This is an optimization exercise on Yosys and OpenROAD, whose aim is small area and a short achievable clock period, not a production implementation. Function was checked by simulation only, so behaviour that the tests miss may differ from the original. Power and IR drop assume default switching activity.

$ cat design/flow/design.v
package rv32i_pkg;
    localparam int xlen = 32;
    typedef logic [xlen-1:0] word_t;
    typedef logic [4:0]      reg_idx_t;
    typedef enum logic [6:0] {
        opc_op     = 7'b0110011,
        opc_op_imm = 7'b0010011,
        opc_lui    = 7'b0110111
    } opcode_e;
    typedef enum logic [3:0] {
        alu_add    = 4'd0,
        alu_sub    = 4'd1,
        alu_sll    = 4'd2,
        alu_slt    = 4'd3,
        alu_sltu   = 4'd4,
        alu_xor    = 4'd5,
        alu_srl    = 4'd6,
        alu_sra    = 4'd7,
        alu_or     = 4'd8,
        alu_and    = 4'd9,
        alu_pass_b = 4'd10
    } alu_op_e;
    typedef union packed {
        struct packed {
            logic [6:0] funct7;
            reg_idx_t   rs2;
            reg_idx_t   rs1;
            logic [2:0] funct3;
            reg_idx_t   rd;
            logic [6:0] opcode;
        } r;
        struct packed {
            logic [11:0] imm;
            reg_idx_t    rs1;
            logic [2:0]  funct3;
            reg_idx_t    rd;
            logic [6:0]  opcode;
        } i;
        struct packed {
            logic [19:0] imm;
            reg_idx_t    rd;
            logic [6:0]  opcode;
        } u;
    } instr_u;
endpackage
`timescale 1ns/1ps
module reg_file #(
    parameter int NUM_REGS = 32
) (
    input  logic               clk,
    input  logic               rst_n,
    input  rv32i_pkg::reg_idx_t rs1,
    input  rv32i_pkg::reg_idx_t rs2,
    output rv32i_pkg::word_t   rs1_data,
    output rv32i_pkg::word_t   rs2_data,
    input  logic               wr_en,
    input  rv32i_pkg::reg_idx_t wr_rd,
    input  rv32i_pkg::word_t   wr_data
);
    rv32i_pkg::word_t regs [0:NUM_REGS-1];
    logic  wr_hit;
    assign wr_hit = wr_en && (wr_rd != '0) && (int'(wr_rd) < NUM_REGS);
    always_ff @(posedge clk) begin
        if (!rst_n) begin
            for (int i = 0; i < NUM_REGS; i++) begin
                regs[i] <= '0;
            end
        end else if (wr_hit) begin
            regs[wr_rd] <= wr_data;
        end
    end
    function automatic rv32i_pkg::word_t read_port(rv32i_pkg::reg_idx_t idx);
        if (idx == 5'd0 || int'(idx) >= NUM_REGS) begin
            read_port = 32'd0;
        end else if (wr_hit && wr_rd == idx) begin
            read_port = wr_data;
        end else begin
            read_port = regs[idx];
        end
    endfunction
    assign rs1_data = read_port(rs1);
    assign rs2_data = read_port(rs2);
endmodule
`timescale 1ns/1ps
module decode_stage (
    input  logic                clk,
    input  logic                rst_n,
    input  logic                instr_valid,
    input  rv32i_pkg::word_t    instr,
    output rv32i_pkg::reg_idx_t rs1,
    output rv32i_pkg::reg_idx_t rs2,
    input  rv32i_pkg::word_t    rs1_data,
    input  rv32i_pkg::word_t    rs2_data,
    output logic                id_ex_valid,
    output rv32i_pkg::reg_idx_t id_ex_rd,
    output rv32i_pkg::reg_idx_t id_ex_rs1,
    output rv32i_pkg::reg_idx_t id_ex_rs2,
    output rv32i_pkg::word_t    id_ex_rs1_data,
    output rv32i_pkg::word_t    id_ex_rs2_data,
    output rv32i_pkg::word_t    id_ex_imm,
    output logic                id_ex_use_imm,
    output rv32i_pkg::alu_op_e  id_ex_alu_op
);
    rv32i_pkg::instr_u  iw;
    logic    supported;
    logic    use_imm_d;
    rv32i_pkg::alu_op_e alu_op_d;
    rv32i_pkg::word_t   imm_d;
    assign iw = instr;
    assign rs1 = iw.r.rs1;
    assign rs2 = iw.r.rs2;
    always_comb begin
        supported = 1'b0;
        use_imm_d = 1'b0;
        alu_op_d  = rv32i_pkg::alu_add;
        imm_d     = {{20{iw.i.imm[11]}}, iw.i.imm};
        case (iw.r.opcode)
            rv32i_pkg::opc_op: begin
                supported = 1'b1;
                case (iw.r.funct3)
                    3'b000:  alu_op_d = iw.r.funct7[5] ? rv32i_pkg::alu_sub : rv32i_pkg::alu_add;
                    3'b001:  alu_op_d = rv32i_pkg::alu_sll;
                    3'b010:  alu_op_d = rv32i_pkg::alu_slt;
                    3'b011:  alu_op_d = rv32i_pkg::alu_sltu;
                    3'b100:  alu_op_d = rv32i_pkg::alu_xor;
                    3'b101:  alu_op_d = iw.r.funct7[5] ? rv32i_pkg::alu_sra : rv32i_pkg::alu_srl;
                    3'b110:  alu_op_d = rv32i_pkg::alu_or;
                    default: alu_op_d = rv32i_pkg::alu_and;
                endcase
            end
            rv32i_pkg::opc_op_imm: begin
                supported = 1'b1;
                use_imm_d = 1'b1;
                case (iw.i.funct3)
                    3'b000:  alu_op_d = rv32i_pkg::alu_add;
                    3'b001:  alu_op_d = rv32i_pkg::alu_sll;
                    3'b010:  alu_op_d = rv32i_pkg::alu_slt;
                    3'b011:  alu_op_d = rv32i_pkg::alu_sltu;
                    3'b100:  alu_op_d = rv32i_pkg::alu_xor;
                    3'b101:  alu_op_d = iw.r.funct7[5] ? rv32i_pkg::alu_sra : rv32i_pkg::alu_srl;
                    3'b110:  alu_op_d = rv32i_pkg::alu_or;
                    default: alu_op_d = rv32i_pkg::alu_and;
                endcase
            end
            rv32i_pkg::opc_lui: begin
                supported = 1'b1;
                use_imm_d = 1'b1;
                alu_op_d  = rv32i_pkg::alu_pass_b;
                imm_d     = {iw.u.imm, 12'b0};
            end
            default: begin
                supported = 1'b0;
            end
        endcase
    end
    always_ff @(posedge clk) begin
        if (!rst_n) begin
            id_ex_valid <= 1'b0;
        end else begin
            id_ex_valid <= instr_valid && supported && (iw.r.rd != '0);
        end
    end
    always_ff @(posedge clk) begin
        id_ex_rd       <= iw.r.rd;
        id_ex_rs1      <= rs1;
        id_ex_rs2      <= rs2;
        id_ex_rs1_data <= rs1_data;
        id_ex_rs2_data <= rs2_data;
        id_ex_imm      <= imm_d;
        id_ex_use_imm  <= use_imm_d;
        id_ex_alu_op   <= alu_op_d;
    end
endmodule
`timescale 1ns/1ps
module execute_stage (
    input  logic                clk,
    input  logic                rst_n,
    input  logic                id_ex_valid,
    input  rv32i_pkg::reg_idx_t id_ex_rd,
    input  rv32i_pkg::reg_idx_t id_ex_rs1,
    input  rv32i_pkg::reg_idx_t id_ex_rs2,
    input  rv32i_pkg::word_t    id_ex_rs1_data,
    input  rv32i_pkg::word_t    id_ex_rs2_data,
    input  rv32i_pkg::word_t    id_ex_imm,
    input  logic                id_ex_use_imm,
    input  rv32i_pkg::alu_op_e  id_ex_alu_op,
    output logic                wb_valid,
    output rv32i_pkg::reg_idx_t wb_rd,
    output rv32i_pkg::word_t    wb_data
);
    logic       fwd_a;
    logic       fwd_b;
    rv32i_pkg::word_t      op_a;
    rv32i_pkg::word_t      op_b_reg;
    rv32i_pkg::word_t      op_b;
    logic [4:0] shamt;
    rv32i_pkg::word_t      alu_res;
    assign fwd_a = wb_valid && (wb_rd != '0) && (wb_rd == id_ex_rs1);
    assign fwd_b = wb_valid && (wb_rd != '0) && (wb_rd == id_ex_rs2);
    assign op_a     = fwd_a ? wb_data : id_ex_rs1_data;
    assign op_b_reg = fwd_b ? wb_data : id_ex_rs2_data;
    assign op_b     = id_ex_use_imm ? id_ex_imm : op_b_reg;
    assign shamt = op_b[4:0];
    always_comb begin
        case (id_ex_alu_op)
            rv32i_pkg::alu_add:    alu_res = op_a + op_b;
            rv32i_pkg::alu_sub:    alu_res = op_a - op_b;
            rv32i_pkg::alu_sll:    alu_res = op_a << shamt;
            rv32i_pkg::alu_slt:    alu_res = rv32i_pkg::word_t'($signed(op_a) < $signed(op_b));
            rv32i_pkg::alu_sltu:   alu_res = rv32i_pkg::word_t'(op_a < op_b);
            rv32i_pkg::alu_xor:    alu_res = op_a ^ op_b;
            rv32i_pkg::alu_srl:    alu_res = op_a >> shamt;
            rv32i_pkg::alu_sra:    alu_res = rv32i_pkg::word_t'($signed(op_a) >>> shamt);
            rv32i_pkg::alu_or:     alu_res = op_a | op_b;
            rv32i_pkg::alu_and:    alu_res = op_a & op_b;
            rv32i_pkg::alu_pass_b: alu_res = op_b;
            default:    alu_res = '0;
        endcase
    end
    always_ff @(posedge clk) begin
        if (!rst_n) begin
            wb_valid <= 1'b0;
        end else begin
            wb_valid <= id_ex_valid;
        end
    end
    always_ff @(posedge clk) begin
        wb_rd   <= id_ex_rd;
        wb_data <= alu_res;
    end
endmodule
`timescale 1ns/1ps
module rv32i_core #(
    parameter int NUM_REGS = 32
) (
    input  logic                clk,
    input  logic                rst_n,
    input  logic                instr_valid,
    input  rv32i_pkg::word_t    instr,
    output logic                wb_valid,
    output rv32i_pkg::reg_idx_t wb_rd,
    output rv32i_pkg::word_t    wb_data
);
    rv32i_pkg::reg_idx_t rs1_idx;
    rv32i_pkg::reg_idx_t rs2_idx;
    rv32i_pkg::word_t    rs1_data;
    rv32i_pkg::word_t    rs2_data;
    logic     id_ex_valid;
    rv32i_pkg::reg_idx_t id_ex_rd;
    rv32i_pkg::reg_idx_t id_ex_rs1;
    rv32i_pkg::reg_idx_t id_ex_rs2;
    rv32i_pkg::word_t    id_ex_rs1_data;
    rv32i_pkg::word_t    id_ex_rs2_data;
    rv32i_pkg::word_t    id_ex_imm;
    logic     id_ex_use_imm;
    rv32i_pkg::alu_op_e  id_ex_alu_op;
    reg_file #(
        .NUM_REGS (NUM_REGS)
    ) u_reg_file (
        .clk      (clk),
        .rst_n    (rst_n),
        .rs1      (rs1_idx),
        .rs2      (rs2_idx),
        .rs1_data (rs1_data),
        .rs2_data (rs2_data),
        .wr_en    (wb_valid),
        .wr_rd    (wb_rd),
        .wr_data  (wb_data)
    );
    decode_stage u_decode_stage (
        .clk         (clk),
        .rst_n       (rst_n),
        .instr_valid (instr_valid),
        .instr       (instr),
        .rs1         (rs1_idx),
        .rs2         (rs2_idx),
        .rs1_data    (rs1_data),
        .rs2_data    (rs2_data),
        .id_ex_valid (id_ex_valid),
        .id_ex_rd (id_ex_rd),
        .id_ex_rs1 (id_ex_rs1),
        .id_ex_rs2 (id_ex_rs2),
        .id_ex_rs1_data (id_ex_rs1_data),
        .id_ex_rs2_data (id_ex_rs2_data),
        .id_ex_imm (id_ex_imm),
        .id_ex_use_imm (id_ex_use_imm),
        .id_ex_alu_op (id_ex_alu_op)
    );
    execute_stage u_execute_stage (
        .clk      (clk),
        .rst_n    (rst_n),
        .id_ex_valid (id_ex_valid),
        .id_ex_rd (id_ex_rd),
        .id_ex_rs1 (id_ex_rs1),
        .id_ex_rs2 (id_ex_rs2),
        .id_ex_rs1_data (id_ex_rs1_data),
        .id_ex_rs2_data (id_ex_rs2_data),
        .id_ex_imm (id_ex_imm),
        .id_ex_use_imm (id_ex_use_imm),
        .id_ex_alu_op (id_ex_alu_op),
        .wb_valid (wb_valid),
        .wb_rd    (wb_rd),
        .wb_data  (wb_data)
    );
endmodule
$ cat design/flow/constraint.sdc
create_clock -name core_clock -period 5.5 [get_ports {clk}]
set_input_delay 1.1000 -clock core_clock [delete_from_list [all_inputs] [get_ports {clk}]]
set_output_delay 1.1000 -clock core_clock [all_outputs]
set_load 0.01 [all_outputs]
$ cat design/flow/config.mk
export PLATFORM = sky130hd
export DESIGN_NAME = rv32i_core
export DESIGN_NICKNAME = rv32i_core
export VERILOG_FILES = /design/flow/design.v
export SDC_FILE = /design/flow/constraint.sdc
export NUM_CORES = 4
export LEC_CHECK = 0
export CAP_MARGIN = 20
export CORE_MARGIN = 2
export CORE_UTILIZATION = 40
export SLEW_MARGIN = 20
$ cat design/flow/run.sh
#!/bin/bash
# synth_recipe.tcl (not shown) runs the flow's synth.tcl, then flattens the netlist and writes it again
# the make line also repeats each setting of config.mk as NAME=value (left out here)
make -C /OpenROAD-flow-scripts/flow DESIGN_CONFIG=/design/flow/config.mk WORK_HOME=/design/flow/orfs CLKGATE_MAP_FILE= SYNTH_SCRIPT=/design/flow/synth_recipe.tcl finish
==> run notes <==
internal reg-to-reg setup slack=0.28 ns; final count of pins violating max slew=0; depth of the worst register-to-register path=20; via count of the first global-routing pass=48.3k; register bit count reported by yosys=1179; Hold Crit Depth=0; post-synthesis to final-layout area growth=13.1%; pin count of the biggest net entering global routing=76; Crit path required time=6.15 ns; Worst Hold Slack=0.332 ns; number of warning messages in the yosys log=3; Layout Skew=0.0488 ns; core footprint=171000 um^2; Num Clock Sinks=1179; Inst Count DP=7388; Max FO, Critical Path=35; Clock transition at path regs=0.06 ns; actual transition at the worst max-transition pin=1.27 ns; DRC errors left=0; CP Class=flip-flop to flip-flop; overall die width=419 um; most common cell after layout, fill and taps aside=edfxtp_1; buffers added on ports=72; worst min-delay path startpoint=u_decode_stage.id_ex_rd[1]$_DFF_P_; share of the cycle needed by the critical path after routing=94.8%; H-tree depth=4; endpoint of the lowest-slack register-to-register path=u_execute_stage.wb_data[0]$_DFF_P_; clock tree buffer depth=3; Gate Count Post-Synth=5237; GRT Resource Usage Total=30.8%; count of endpoints failing setup in the final report=0; type of destination of the critical path=flip-flop; initial antenna violation count=25; Arr. time, crit path=5.87 ns; fraction of layout cells with a size suffix above 1=23.5%; total via count after detailed routing=48.9k; status=timing/DRC/antenna clean; setup_tns=0 ns; Seq/Total Area, Yosys=49.2%; wire length of the first global-routing pass=379 mm; count of boundary I/O pins=73; Placement Rows=152; FMAX=0.192 GHz; clock buffer count from CTS=135; type of origin of the critical path=flip-flop; TritonRoute pass-1 iters=6; Final Hold Vio Count=0; Min-Delay Path Class=flip-flop to flip-flop; layout net count=5351; initial core utilization=40.2%; wire length after detailed routing=272 mm; relative slew slack=15.0%; reported max-cap violation count=0; sequential cell area=33900 um^2; Crit Reg-Reg Startpoint=u_execute_stage.wb_rd[2]$_DFF_P_; RSZ-0062 raised after global routing=no; antenna-violating nets left=0; leading cell types in the layout, fill and taps excluded=edfxtp_1 (1024), and2_1 (972), mux4_2 (643); fin crit period=5.22 ns; launching element of the worst setup path=u_execute_stage.wb_rd[2]$_DFF_P_; P_leak=0.0281 uW; placer's final routability congestion estimate=1.02; endpoint of the worst hold-timing path=u_execute_stage.wb_rd[1]$_DFF_P_; height of the die=419 um; clock tree from TritonCTS=built; Die Footprint=175000 um^2; total standard cell area after synthesis=68800 um^2; starting DRC count in detailed routing=7151; asr flop ratio synth=0%; # fillers=15.2k; area used by multi-input combinational logic=33300 um^2; drt wl/cell=35.6 um; Worst-Skew Late Latency=0.80 ns; Avg Inst Size Synth=13.1 um^2; Final Non-Filler Cells=7636; number of enable-type register cells in the synthesized netlist=1024; Synth cell types=89; Main synth FF type=edfxtp_1; Avg Vias per Cell=6.40; Cell Pwr Density=336 nW/um^2; placed wire-length estimate=175 mm; overall overflow remaining after global route=0; largest voltage drop on the vdd net=334 uV; Clock Root Buffer=clkbuf_16
-- state kept, by name, summed over array words and instances, names as in the netlist --
name and flops:
u_decode_stage.id_ex_rs1_data 32, u_decode_stage.id_ex_rs1 5, u_decode_stage.id_ex_use_imm 1, u_decode_stage.id_ex_imm 32, u_decode_stage.id_ex_rd 5, u_decode_stage.id_ex_rs2 5, u_execute_stage.wb_rd 5, u_decode_stage.id_ex_alu_op 4
u_decode_stage.id_ex_valid 1, u_decode_stage.id_ex_rs2_data 32, u_execute_stage.wb_valid 1, u_execute_stage.wb_data 32, u_reg_file.regs 1024
-- worst max-delay path by stage --
stage	end	slack (ns)	depth (start not counted)
2_1_floorplan	u_execute_stage.wb_data[20]$_DFF_P_	0.10	23
3_3_place_gp	u_execute_stage.wb_data[29]$_DFF_P_	0.26	19
3_5_place_dp	u_execute_stage.wb_data[29]$_DFF_P_	0.18	19
4_1_cts	u_execute_stage.wb_data[29]$_DFF_P_	0.14	19
5_1_grt	u_execute_stage.wb_data[17]$_DFF_P_	0.02	21
6_report	u_execute_stage.wb_data[0]$_DFF_P_	0.28	20
-- area by class of cell --
cell class	instances	share of cell area, %
multi-input combinational	3450	42.7
inverter	97	0.468
clock inverter	64	0.792
sequential	1179	43.5
tap	2310	3.71
antenna	11	0.0353
clock buffer	170	4.59
timing repair buffer	355	4.19
-- power breakdown --
group / total, uW / switching (uW) / internal [uW]
logic: 6830 / 4570 / 2250
registers: 10600 / 413 / 10200
clock network: 8730 / 3940 / 4790
-- worst max-delay path: stages, from the launching register on --
cell and delay [ns]:
dfxtp_1 0.43, buf_4 0.22, xnor2_1 0.14, nand4_1 0.23, nor2_4 0.42, buf_4 0.27, buf_4 0.41, mux2i_1 0.66
inv_1 0.15, ha_1 0.33, inv_1 0.20, o21ai_0 0.21, a21oi_1 0.17, o21ai_0 0.09, a21oi_1 0.19, nor2_1 0.10
o21ai_0 0.15, nor2_1 0.05, o21ai_0 0.14, a21oi_1 0.11, or3_1 0.40
-- through the flow --
stage	util [%]	instance area [um^2]	setup WS, ns	total power, uW
floorplan	-	68900	0.104	14500
global placement	42.9	73500	0.263	17400
detailed placement	43.0	73600	0.180	17400
CTS	45.4	77800	0.145	26000
global route	45.4	77800	0.0193	26900
finish	45.4	77900	0.284	26100
-- cells in the mapped netlist, drive strengths merged (7+ instances only) --
cell type	instances	share of area [%]
a211o	8	0.10
a211oi	83	0.91
a21o	37	0.40
a21oi	162	1.2
a221o	13	0.19
a221oi	29	0.37
a22oi	19	0.21
a311oi	7	0.098
a31oi	28	0.26
and2	972	8.8
and3	14	0.13
buf	113	0.75
clkbuf	430	2.3
dfxtp	155	4.5
edfxtp	1024	45
ha	96	1.7
inv	94	0.51
mux2	31	0.51
mux2i	213	3.1
mux4	643	21
nand2	210	1.1
nand2b	10	0.091
nand3	43	0.32
nand4	21	0.19
nor2	263	1.4
nor2b	22	0.20
nor3	73	0.55
nor4	7	0.064
o211ai	28	0.31
o21a	8	0.087
o21ai	181	1.3
o21bai	20	0.22
o221ai	22	0.28
o22ai	20	0.18
o311ai	8	0.13
o31ai	10	0.11
or3	8	0.080
or4	7	0.076
xnor2	16	0.20
xor2	10	0.13
-- per-layer routing --
metal  part of all wire (%)  vias up  global-route usage [%]
met4                    6.1        4                    16.8
met1                     38    25354                    40.1
met5                 0.0085        -                       0
li1                       -    19927                       -
met3                    9.7      648                    5.98
met2                     46     2965                    48.7
-- kinds of logic (layout without fill, tap and decap cells) --
family / after synthesis / after routing / synth area share, %
simple gates: 1672 / 1673 / 13.4
flops: 1179 / 1179 / 49.2
buf+inv: 640 / 686 / 3.63
fa+ha+maj: 98 / 98 / 1.80
xor+xnor: 26 / 26 / 0.331
mux: 887 / 887 / 24.6
compound gates: 734 / 734 / 7.05
other cells: 1 / 43 / 0.00545
-- timing repair --
| action | in CTS | in global routing |
|---|---|---|
| resized for setup | 0 | 4 |
| endpoints found under the hold margin | 0 | 0 |
| setup endpoints to repair | 0 | 8 |
| hold buffers | 0 | 0 |
| buffers inserted | 0 | 2 |

## separate check: timing with driven ports
How much do the figures lean on ideal ports? The routed layout below was timed once more, with nothing changed but the port constraints.
Step 1, drivers: a clkbuf_16 drives clk and a buf_2 each remaining input, both assumed.
Step 2, shift: input delay + t, output delay - t, t = (earliest + latest rising clock arrival at the registers) / 2. This alone moves slack from input paths to output paths.
Three values: no drivers, after step 1, after step 2; two values: the first two.
shift t [ns]: 0.863
setup slack, ns: 0.284 / 0.284 / 0.284
worst setup path after step 2: register to register
cell pins on the clock port's net: 1
After both steps setup and hold are still met in this run. For this run, drivers alone change the setup slack by 0.000 ns; drivers and shift together by 0.000 ns.
